From an optimization exercise on the open Yosys and OpenROAD flow, aimed at small area, a short achievable clock period and few clock cycles per item; shortcuts taken in it are not production practice.
Function was checked by simulation only, so behaviour that the tests miss may differ from the original.
Power is estimated from default activity; no workload was simulated.

== old ==
Design fat_dir_entry_name_decoder_core, start of the top module:
module fat_dir_entry_name_decoder_core #(
    parameter int NAME_CAPACITY = 64
) (
    input  logic                           aclk,
    input  logic                           aresetn,
    input  logic                           s_tvalid,
    output logic                           s_tready,
    input  logic [fdn_pkg::IN_TDATA_W-1:0] s_tdata,
    output logic                            m_tvalid,
    input  logic                            m_tready,
    output logic [fdn_pkg::OUT_TDATA_W-1:0] m_tdata,
    output logic                            m_tlast
);
==> flow/config.mk <==
export PLATFORM = sky130hd
export DESIGN_NAME = fat_dir_entry_name_decoder_core
export DESIGN_NICKNAME = fat_dir_entry_name_decoder_core
export VERILOG_FILES = /design/flow/design.v
export SDC_FILE = /design/flow/constraint.sdc
export NUM_CORES = 4
export LEC_CHECK = 0
export ABC_CLOCK_PERIOD_IN_PS = 3300
export CAP_MARGIN = 20
export CORE_MARGIN = 2
export CORE_UTILIZATION = 40
export CTS_CLUSTER_DIAMETER = 90
export CTS_CLUSTER_SIZE = 25
export SETUP_SLACK_MARGIN = 2.8
export SLEW_MARGIN = 20
==> flow/constraint.sdc <==
create_clock -name core_clock -period 6.0 [get_ports {aclk}]
set_input_delay 1.2000 -clock core_clock [delete_from_list [all_inputs] [get_ports {aclk}]]
set_output_delay 1.2000 -clock core_clock [all_outputs]
set_load 0.01 [all_outputs]
standard.sh (not shown) runs the stock make flow with config.mk's settings and CLKGATE_MAP_FILE= SYNTH_SCRIPT=/design/flow/synth_recipe.tcl, a recipe that flattens the netlist after the stock synthesis.
==> flow/flow/run.sh <==
#!/bin/bash
# The standard layout, with the port buffers that buffer_ports inserts made
# plain buffers (sky130_fd_sc_hd__buf_1) instead of the cell it picks by itself.
# Everything else is the standard flow, run through the standard.sh.
set -euo pipefail
export BUFFER_PORTS_ARGS="-buffer_cell sky130_fd_sc_hd__buf_1"
bash standard.sh > standard_flow.log 2>&1
Testbench counts of old, summed over its fixed seeds: cycles 14,449, entries 2,409.
What new does differently from old at the input level:
--- a/flow/design.v
+++ b/flow/design.v
@@ -72,31 +72,36 @@
         end
     end
 endmodule
 import fdn_pkg::*;
 module fdn_name_ram (
     input  logic                clk,
     input  logic                clear,
-    input  logic [SLOTS-1:0]    wr_en,
+    input  logic [4:0]          wr_grp,       
+    input  logic [12:0]         wr_ok,        
     input  logic [12:0][7:0]    wr_unit,      
     input  logic [5:0]          rd_addr,
     output logic [7:0]          rd_ahead,     
     output logic [7:0]          slot0,
     output logic [7:0]          slot1
 );
     logic [SLOTS-1:0][7:0] mem;
     logic [12:0][7:0]      wr_data;
     always_comb begin
         for (int u = 0; u < UNITS_PER_ENTRY; u++) begin
             wr_data[u] = clear ? 8'h00 : wr_unit[u];
         end
     end
+    logic [4:0]  grp_en;
+    logic [12:0] unit_en;
+    assign grp_en  = wr_grp | {5{clear}};
+    assign unit_en = wr_ok | {13{clear}};
     always_ff @(posedge clk) begin
         for (int p = 0; p < SLOTS; p++) begin
-            if (wr_en[p] || clear) begin
+            if (grp_en[p / UNITS_PER_ENTRY] && unit_en[p % UNITS_PER_ENTRY]) begin
                 mem[p] <= wr_data[p % UNITS_PER_ENTRY];
             end
         end
     end
     logic [63:0][7:0] mem_ahead;
     assign mem_ahead = {24'h000000, mem[SLOTS-1:2]};
     assign rd_ahead  = mem_ahead[rd_addr];
@@ -166,15 +171,14 @@
         logic [15:0] u16;
         run = 1'b1;
         n_units = '0;
         for (int u = 0; u < UNITS_PER_ENTRY; u++) begin
             u16 = {b[UNIT_OFFSET[u*5 +: 5] + 1], b[UNIT_OFFSET[u*5 +: 5]]};
             unit_lo[u] = u16[7:0];
             if (u16 == 16'h0000 || u16 == 16'hFFFF) run = 1'b0;
-            if (u >= 11 && seq == 5'd5) run = 1'b0;
             unit_ok[u] = run;
             if (run) n_units = 4'(u + 1);
         end
     end
     logic [5:0] nbase;
     logic [5:0] nlen;
     logic       nlen_zero;
@@ -187,15 +191,16 @@
             3'd2:    nbase = 6'd13;
             3'd3:    nbase = 6'd26;
             3'd4:    nbase = 6'd39;
             default: nbase = 6'd52;
         endcase
     end
     assign nlen_zero = (nseq_reg == 3'd0) || (nu_reg == 4'd0);
-    assign nlen      = nlen_zero ? 6'd0 : nbase + 6'(nu_reg);
+    assign nlen      = nlen_zero ? 6'd0 :
+                       (nseq_reg == 3'd5 && nu_reg > 4'd11) ? 6'd63 : nbase + 6'(nu_reg);
     assign len_fold  = (nlen_reg > len_reg) ? nlen_reg : len_reg;
     assign len_zero  = (len_reg == 6'd0) && (nlen_reg == 6'd0) && nlen_zero;
     assign len_le1   = (len_reg <= 6'd1) && (nlen_reg <= 6'd1) &&
                        (nlen_zero || (nseq_reg == 3'd1 && nu_reg == 4'd1));
     logic       take, adv, fin, player_free;
     logic       long_busy;
     assign take        = ob_valid_reg & m_tready;
@@ -224,28 +229,28 @@
     logic act;        
     logic load;       
     logic clear;
     assign s_fire = s_tvalid & s_tready;
     assign act    = s_fire & ~drop;
     assign load   = act & (is_end | is_vis);
     assign clear  = ~aresetn | (s_tvalid & new_dir & ~pre_done_reg & ~long_busy);
-    logic [SLOTS-1:0] wr_en;
+    logic [4:0]       wr_grp;       
     logic [7:0]       rd_ahead;
     logic [7:0]       slot0;
     logic [7:0]       slot1;
     always_comb begin
-        for (int p = 0; p < SLOTS; p++) begin
-            wr_en[p] = act && is_lfn && (seq == 5'(p / UNITS_PER_ENTRY + 1)) &&
-                       unit_ok[p % UNITS_PER_ENTRY];
+        for (int g = 0; g < 5; g++) begin
+            wr_grp[g] = act && is_lfn && (seq == 5'(g + 1));
         end
     end
     fdn_name_ram u_name_ram (
         .clk      (aclk),
         .clear    (clear),
-        .wr_en    (wr_en),
+        .wr_grp   (wr_grp),
+        .wr_ok    (unit_ok),
         .wr_unit  (unit_lo),
         .rd_addr  (pos_reg),
         .rd_ahead (rd_ahead),
         .slot0    (slot0),
         .slot1    (slot1)
     );
     logic [7:0] sn_first;
--- outcome ---
Summary of new over old: global router's overall resource usage went down, share of synthesized cell area in and, or, nand and nor gates went down, multi-input logic area went up.
On share of the clock period used by the worst path: between old and new, it ends up lower for old.
The placer congestion estimate number comes out higher for new vs old.
Looking at old and new, the design area is a wash.
Compared with old, in new routed length on met1 moved down; area after synthesis level; non-clock buffer count moved down; xor/xnor cell area share of the yosys netlist level.
[new] total routed wirelength fell 1.2% relative to old
Diff old -> new: first-pass GRT wire length decreased by about 1.5% relative to the old numbers; worst setup slack after layout decreased 0.14 ns; switching power summed over all nets higher.
Testbench counts of new, summed over its fixed seeds: cycles 14,449, entries 2,409.

Another version of the RTL of fat_dir_entry_name_decoder_core (not shown whole).
For scale: roughly 1900 cells after synthesis, roughly 710 flip-flops, roughly 360 I/O pins, about 0.031 sq mm of cells after synthesis.
clock: 6.0 ns
lec_check: 0
abc_clock_period_in_ps: 3300
cap_margin: 20
core_margin: 2
core_utilization: 40
cts_cluster_diameter: 100
cts_cluster_size: 30
setup_slack_margin: 2.8
slew_margin: 20
Scripts as last shown in full above: flow/flow/run.sh
Testbench counts at the start, summed over its fixed seeds: cycles 14,449, entries 2,409.
Edit:
--- a/flow/design.v
+++ b/flow/design.v
@@ -136,32 +136,33 @@
     logic        last_reg;        
     logic [7:0]  nxt_reg;         
     logic        isdir_reg;
     logic [31:0] size_reg;
     logic [31:0] clus_reg;
     logic [31:0][7:0] b;
     logic             new_dir;
     logic [7:0]       b0;
     logic [7:0]       attr;
     logic [4:0]       seq;
-    logic             is_end, is_del, is_lfn, is_vis;
+    logic             is_end, is_del, is_lfn, is_skip, is_vis;
     logic             drop;
     logic             pending_eff;
     assign b       = s_tdata[ENTRY_W-1:0];
     assign new_dir = s_tdata[NEW_DIR_BIT];
     assign b0      = b[0];
     assign attr    = b[11];
     assign seq     = b0[4:0];
     assign is_end  = (b0 == BYTE_END);
-    assign is_del  = (b0 == BYTE_DELETED);
+    assign is_del  = !is_end && (b0 == BYTE_DELETED);
     assign is_lfn  = !is_end && !is_del && (attr == ATTR_LONG);
-    assign is_vis  = !is_end && !is_del && (b0 != BYTE_DOT) && !attr[3];
+    assign is_skip = !is_end && !is_del && !is_lfn && (attr[3] || (b0 == BYTE_DOT));
+    assign is_vis  = !is_end && !is_del && !is_lfn && !is_skip;
     assign drop        = ended_reg & ~new_dir;
     assign pending_eff = pending_reg & ~new_dir;
     logic [12:0][7:0] unit_lo;
     logic [12:0]      unit_ok;      
     logic [3:0]       n_units;      
     logic             seq_in;       
     assign seq_in = (seq != 5'd0) && (seq <= 5'd5);
     always_comb begin
         logic        run;
         logic [15:0] u16;
@@ -211,21 +212,21 @@
         if (long_busy) begin
             case (seq)
                 5'd1: lfn_safe = (pos_reg >= 6'd13);
                 5'd2: lfn_safe = (pos_reg >= 6'd26) || (lima_reg <= 6'd13 && limb_reg <= 6'd13);
                 5'd3: lfn_safe = (pos_reg >= 6'd39) || (lima_reg <= 6'd26 && limb_reg <= 6'd26);
                 5'd4: lfn_safe = (pos_reg >= 6'd52) || (lima_reg <= 6'd39 && limb_reg <= 6'd39);
                 5'd5: lfn_safe = (lima_reg <= 6'd52 && limb_reg <= 6'd52);
                 default: lfn_safe = 1'b1;
             endcase
         end
-        harmless = !new_dir && (drop || (!is_end && !is_vis && (!is_lfn || lfn_safe)));
+        harmless = !new_dir && (drop || is_del || is_skip || (is_lfn && lfn_safe));
     end
     assign s_tready = (player_free & (~new_dir | pre_done_reg)) | peek_reg;
     logic s_fire;
     logic act;        
     logic load;       
     logic clear;
     assign s_fire = s_tvalid & s_tready;
     assign act    = s_fire & ~drop;
     assign load   = act & (is_end | is_vis);
     assign clear  = ~aresetn | (s_tvalid & new_dir & ~pre_done_reg & ~long_busy);
@@ -296,28 +297,28 @@
                 nlen_reg <= nlen;
             end
             ob_valid_reg <= load | (ob_valid_reg & ~fin);
             pre_done_reg <= (pre_done_reg | (s_tvalid & new_dir & ~long_busy)) & ~s_fire;
             peek_reg     <= s_tvalid & ~s_fire & harmless;
         end
     end
     always_ff @(posedge aclk) begin
         if (load) begin
             pos_reg   <= '0;
-            long_reg  <= ~is_end & pending_eff;
+            long_reg  <= is_vis & pending_eff;
             eod_reg   <= is_end;
             lima_reg  <= len_fold;
             limb_reg  <= nlen;
             nxt_reg   <= slot1;
-            isdir_reg <= ~is_end & attr[4];
-            size_reg  <= is_end ? 32'd0 : {b[31], b[30], b[29], b[28]};
-            clus_reg  <= is_end ? 32'd0 : {b[21], b[20], b[27], b[26]};
+            isdir_reg <= is_vis & attr[4];
+            size_reg  <= is_vis ? {b[31], b[30], b[29], b[28]} : 32'd0;
+            clus_reg  <= is_vis ? {b[21], b[20], b[27], b[26]} : 32'd0;
             if (is_end) begin
                 char_reg <= 8'h00;
                 last_reg <= 1'b1;
             end else if (pending_eff) begin
                 char_reg <= len_zero ? 8'h00 : slot0;
                 last_reg <= len_le1 || (slot0 == 8'h00) || (slot1 == 8'h00);
             end else begin
                 char_reg <= sn_first;
                 last_reg <= sn_first_last;
             end
After rerunning:
- The new run finished clean
- register-to-register slack improves by 0.02 ns
- routed wire length fell by 1.2%
- sequential share of layout area rose by 0.17 points
- design area fell by 0.31%
- die area fell by 0.82%
- via count rose by 3.8%
- global-route usage rose by 0.22 points
- power rose by 2.0%
- maximum frequency fell by 1.9%
- setup slack degrades by 0.062 ns
- cell count rose by 3.2%
Testbench counts after the change, summed over its fixed seeds: cycles 14,449, entries 2,409.

==> port drivers added, routing unchanged <==
No port has a modelled driver above. Below, the same layouts with a new extraction and two added sets of constraints. Step 1, drivers: a clkbuf_16 drives aclk and a buf_2 each remaining input, both assumed. Step 2 moves the port delays by t, midway between the first and last clock arrival at a register: inputs arrive t later, outputs are due t later. That takes back most of the time a late clock gives input paths. Three values: ideal, step 1, step 2; two values: the first two.
run	shift t [ns]	setup slack, ns	worst setup path after step 2	clock arrival spread, ns
old	0.661	2.763 / 2.782 / 2.141	input to register	0.037 / 0.037
new	0.651	2.626 / 2.626 / 2.112	input to register	0.032 / 0.032
the first run of note 2	0.692	2.801 / 2.806 / 2.136	input to register	0.040 / 0.039
the second run of note 2	0.690	2.739 / 2.708 / 2.018	input to register	0.048 / 0.048
After both steps setup and hold are still met in every run listed. The setup slack of the second run of note 2, which loses most, moves by -0.031 ns with the drivers and by -0.721 ns with both steps.
